What follows belongs to an exercise in optimizing a design on an open flow for small area; a production flow would make more cautious choices.
Function was checked by simulation only, so behaviour that the tests miss may differ from the original.
No activity file was given, so power comes from the tool's default toggle rates.

Setup of run 1:
## synth_top
module synth_top #(
    parameter int clks_per_bit = 8,
    parameter int sample_div   = 64
) (
    input  logic                            clk,
    input  logic                            rst_n,
    input  logic                            di,
    input  logic [3:0]                      channel,
    output logic [synth_pkg::sample_w-1:0]   sample,
    output logic                            sample_valid,
    input  logic                            sample_ready,
    output logic [synth_pkg::num_voices-1:0] voice_active
);
Size: about 230 flip-flops, ~21 I/O pins, about 8500 µm² of cells after synthesis.
==> flow/config.mk <==
export PLATFORM = sky130hd
export DESIGN_NAME = synth_top
export DESIGN_NICKNAME = synth_top
export VERILOG_FILES = /design/flow/design.v
export SDC_FILE = /design/flow/constraint.sdc
export NUM_CORES = 4
export LEC_CHECK = 0
export ABC_AREA = 1
export CAP_MARGIN = 20
export CORE_MARGIN = 2
export CORE_UTILIZATION = 60
export SLEW_MARGIN = 20
==> flow/constraint.sdc <==
create_clock -name core_clock -period 10.0 [get_ports {clk}]
set_input_delay 2.0000 -clock core_clock [delete_from_list [all_inputs] [get_ports {clk}]]
set_output_delay 2.0000 -clock core_clock [all_outputs]
set_load 0.01 [all_outputs]
standard.sh (not shown) runs the stock make flow with config.mk's settings and CLKGATE_MAP_FILE= SYNTH_SCRIPT=/design/flow/synth_recipe.tcl, a recipe that flattens the netlist after the stock synthesis.
==> flow/flow/run.sh <==
#!/bin/bash
set -euo pipefail
cd "$(dirname "$0")/.."
bash standard.sh \
  "CTS_ARGS=-sink_clustering_enable -repair_clock_nets -dont_use_dummy_load -sink_clustering_size 30 -sink_clustering_max_diameter 50 -buf_list sky130_fd_sc_hd__clkbuf_16" \
  "BUFFER_PORTS_ARGS=-buffer_cell sky130_fd_sc_hd__buf_1" \
  finish > flow.log 2>&1
Having completed the whole flow, run 1 delivered a layout that passed the timing, design-rule and antenna checks.
The inputs of run 2 differ from those of run 1 as listed below.
- CTS_BUF_LIST: unset -> sky130_fd_sc_hd__clkbuf_8
- CTS_CLUSTER_SIZE: unset -> 20
- CTS_CLUSTER_DIAMETER: unset -> 50
==> flow/run.sh (new file) <==
#!/bin/bash
# synth_recipe.tcl (not shown) runs the flow's synth.tcl, then flattens the netlist and writes it again
# the make line also repeats each setting of config.mk as NAME=value (left out here)
make -C /OpenROAD-flow-scripts/flow DESIGN_CONFIG=/design/flow/config.mk WORK_HOME=/design/flow/orfs CLKGATE_MAP_FILE= SYNTH_SCRIPT=/design/flow/synth_recipe.tcl finish
removed: flow/flow/run.sh
removed: flow/standard.sh
Row standard cell area after detailed placement: run 2 higher / run 1 lower. Compared to run 1, run 2 shows a wider setup margin. Going from run 1 to run 2, via count stayed essentially flat; power after layout now sits lower; clock power share moved down; global routing usage summed across all routing layers barely changed; count of buffers not belonging to the clock network in the layout moved down. [diff] final worst hold slack, run 2 relative to run 1: improvement. From run 2 to run 1, largest buffer count on any clock path did not move at all.
Inputs modified between run 2 and run 3:
- a deleted CTS_BUF_LIST that had been sky130_fd_sc_hd__clkbuf_8
- a deleted CTS_CLUSTER_DIAMETER that had been 50
- a deleted CTS_CLUSTER_SIZE that had been 20
==> flow/flow/run.sh (new file) <==
#!/bin/bash
set -euo pipefail
cd "$(dirname "$0")/.."
bash standard.sh \
  "CTS_ARGS=-sink_clustering_enable -repair_clock_nets -dont_use_dummy_load -sink_clustering_size 20 -sink_clustering_max_diameter 50 -buf_list sky130_fd_sc_hd__clkbuf_8" \
  "BUFFER_PORTS_ARGS=-buffer_cell sky130_fd_sc_hd__buf_1" \
  finish > flow.log 2>&1
==> flow/standard.sh (new file) <==
#!/bin/bash
# synth_recipe.tcl (not shown) runs the flow's synth.tcl, then flattens the netlist and writes it again
# the make line also repeats each setting of config.mk as NAME=value (left out here)
make -C /OpenROAD-flow-scripts/flow DESIGN_CONFIG=/design/flow/config.mk WORK_HOME=/design/flow/orfs CLKGATE_MAP_FILE= SYNTH_SCRIPT=/design/flow/synth_recipe.tcl "${@:-finish}"
removed: flow/run.sh
--- outcome ---
- Compared to run 2, the routing of run 3 uses more wire.
- Run 3 against run 2: final critical path time including I/O delays and setup rose 0.023 ns, hold slack fell 0.016 ns.
- Sort run 2 and run 3 by power desc -> top: run 2
- Total via count in the routed design: higher on run 3
- Run 2 has lower sequential share of layout area than run 3.
- Run 3 vs run 2, post-layout worst setup margin went down by 0.023 ns.
- The met1 track demand over resource in global routing in run 3 was lower than what run 2 gave.
- Summary: final area, run 3 better than run 2
Relative to run 3, the following input files were edited for run 4:
==> flow/flow/run.sh <==
#!/bin/bash
set -euo pipefail
cd "$(dirname "$0")/.."
bash standard.sh \
  "CTS_ARGS=-sink_clustering_enable -repair_clock_nets -dont_use_dummy_load -sink_clustering_size 16 -sink_clustering_max_diameter 40 -buf_list {sky130_fd_sc_hd__clkbuf_4 sky130_fd_sc_hd__clkbuf_8}" \
  "BUFFER_PORTS_ARGS=-buffer_cell sky130_fd_sc_hd__buf_1" \
  finish > flow.log 2>&1
--- outcome ---
- Non-clock buffer count essentially unchanged between run 4 and run 3.
- Relative to run 3, final cell count without fillers has increased by 9 in run 4.
- Run 4 vs. run 3: largest voltage drop on the vdd net rose 8.7%; total power rose 0.000092 W; switching part of the total fell 0.59 points.

-- static timing again, ports no longer ideal --
The flow's constraints put no driver on any port. The routed layouts listed below were extracted and timed again, unchanged, in two steps. Step 1 (the two cells are an assumption about what drives the block):
set clk [get_ports {clk}]
set_driving_cell -lib_cell sky130_fd_sc_hd__clkbuf_16 $clk
set_driving_cell -lib_cell sky130_fd_sc_hd__buf_2 [delete_from_list [all_inputs] $clk]
Step 2 also shifts input and output timing later by t, the mid clock arrival at the registers, as if the neighbouring blocks saw the same clock. Slacks: no drivers / after step 1 / after step 2; pairs: no drivers / after step 1.
run	t (ns)	slack for setup (ns)	hold slack, ns	worst register clock-pin slew, ns
run 1	0.515	4.806 / 4.806 / 4.806	0.295 / 0.295 / 0.295	0.09 / 0.09
run 2	0.551	4.838 / 4.838 / 4.838	0.314 / 0.314 / 0.314	0.12 / 0.12
run 3	0.536	4.815 / 4.815 / 4.815	0.299 / 0.299 / 0.299	0.11 / 0.11
run 4	0.562	4.891 / 4.891 / 4.891	0.280 / 0.280 / 0.280	0.09 / 0.09
After both steps setup and hold are still met in every run listed.
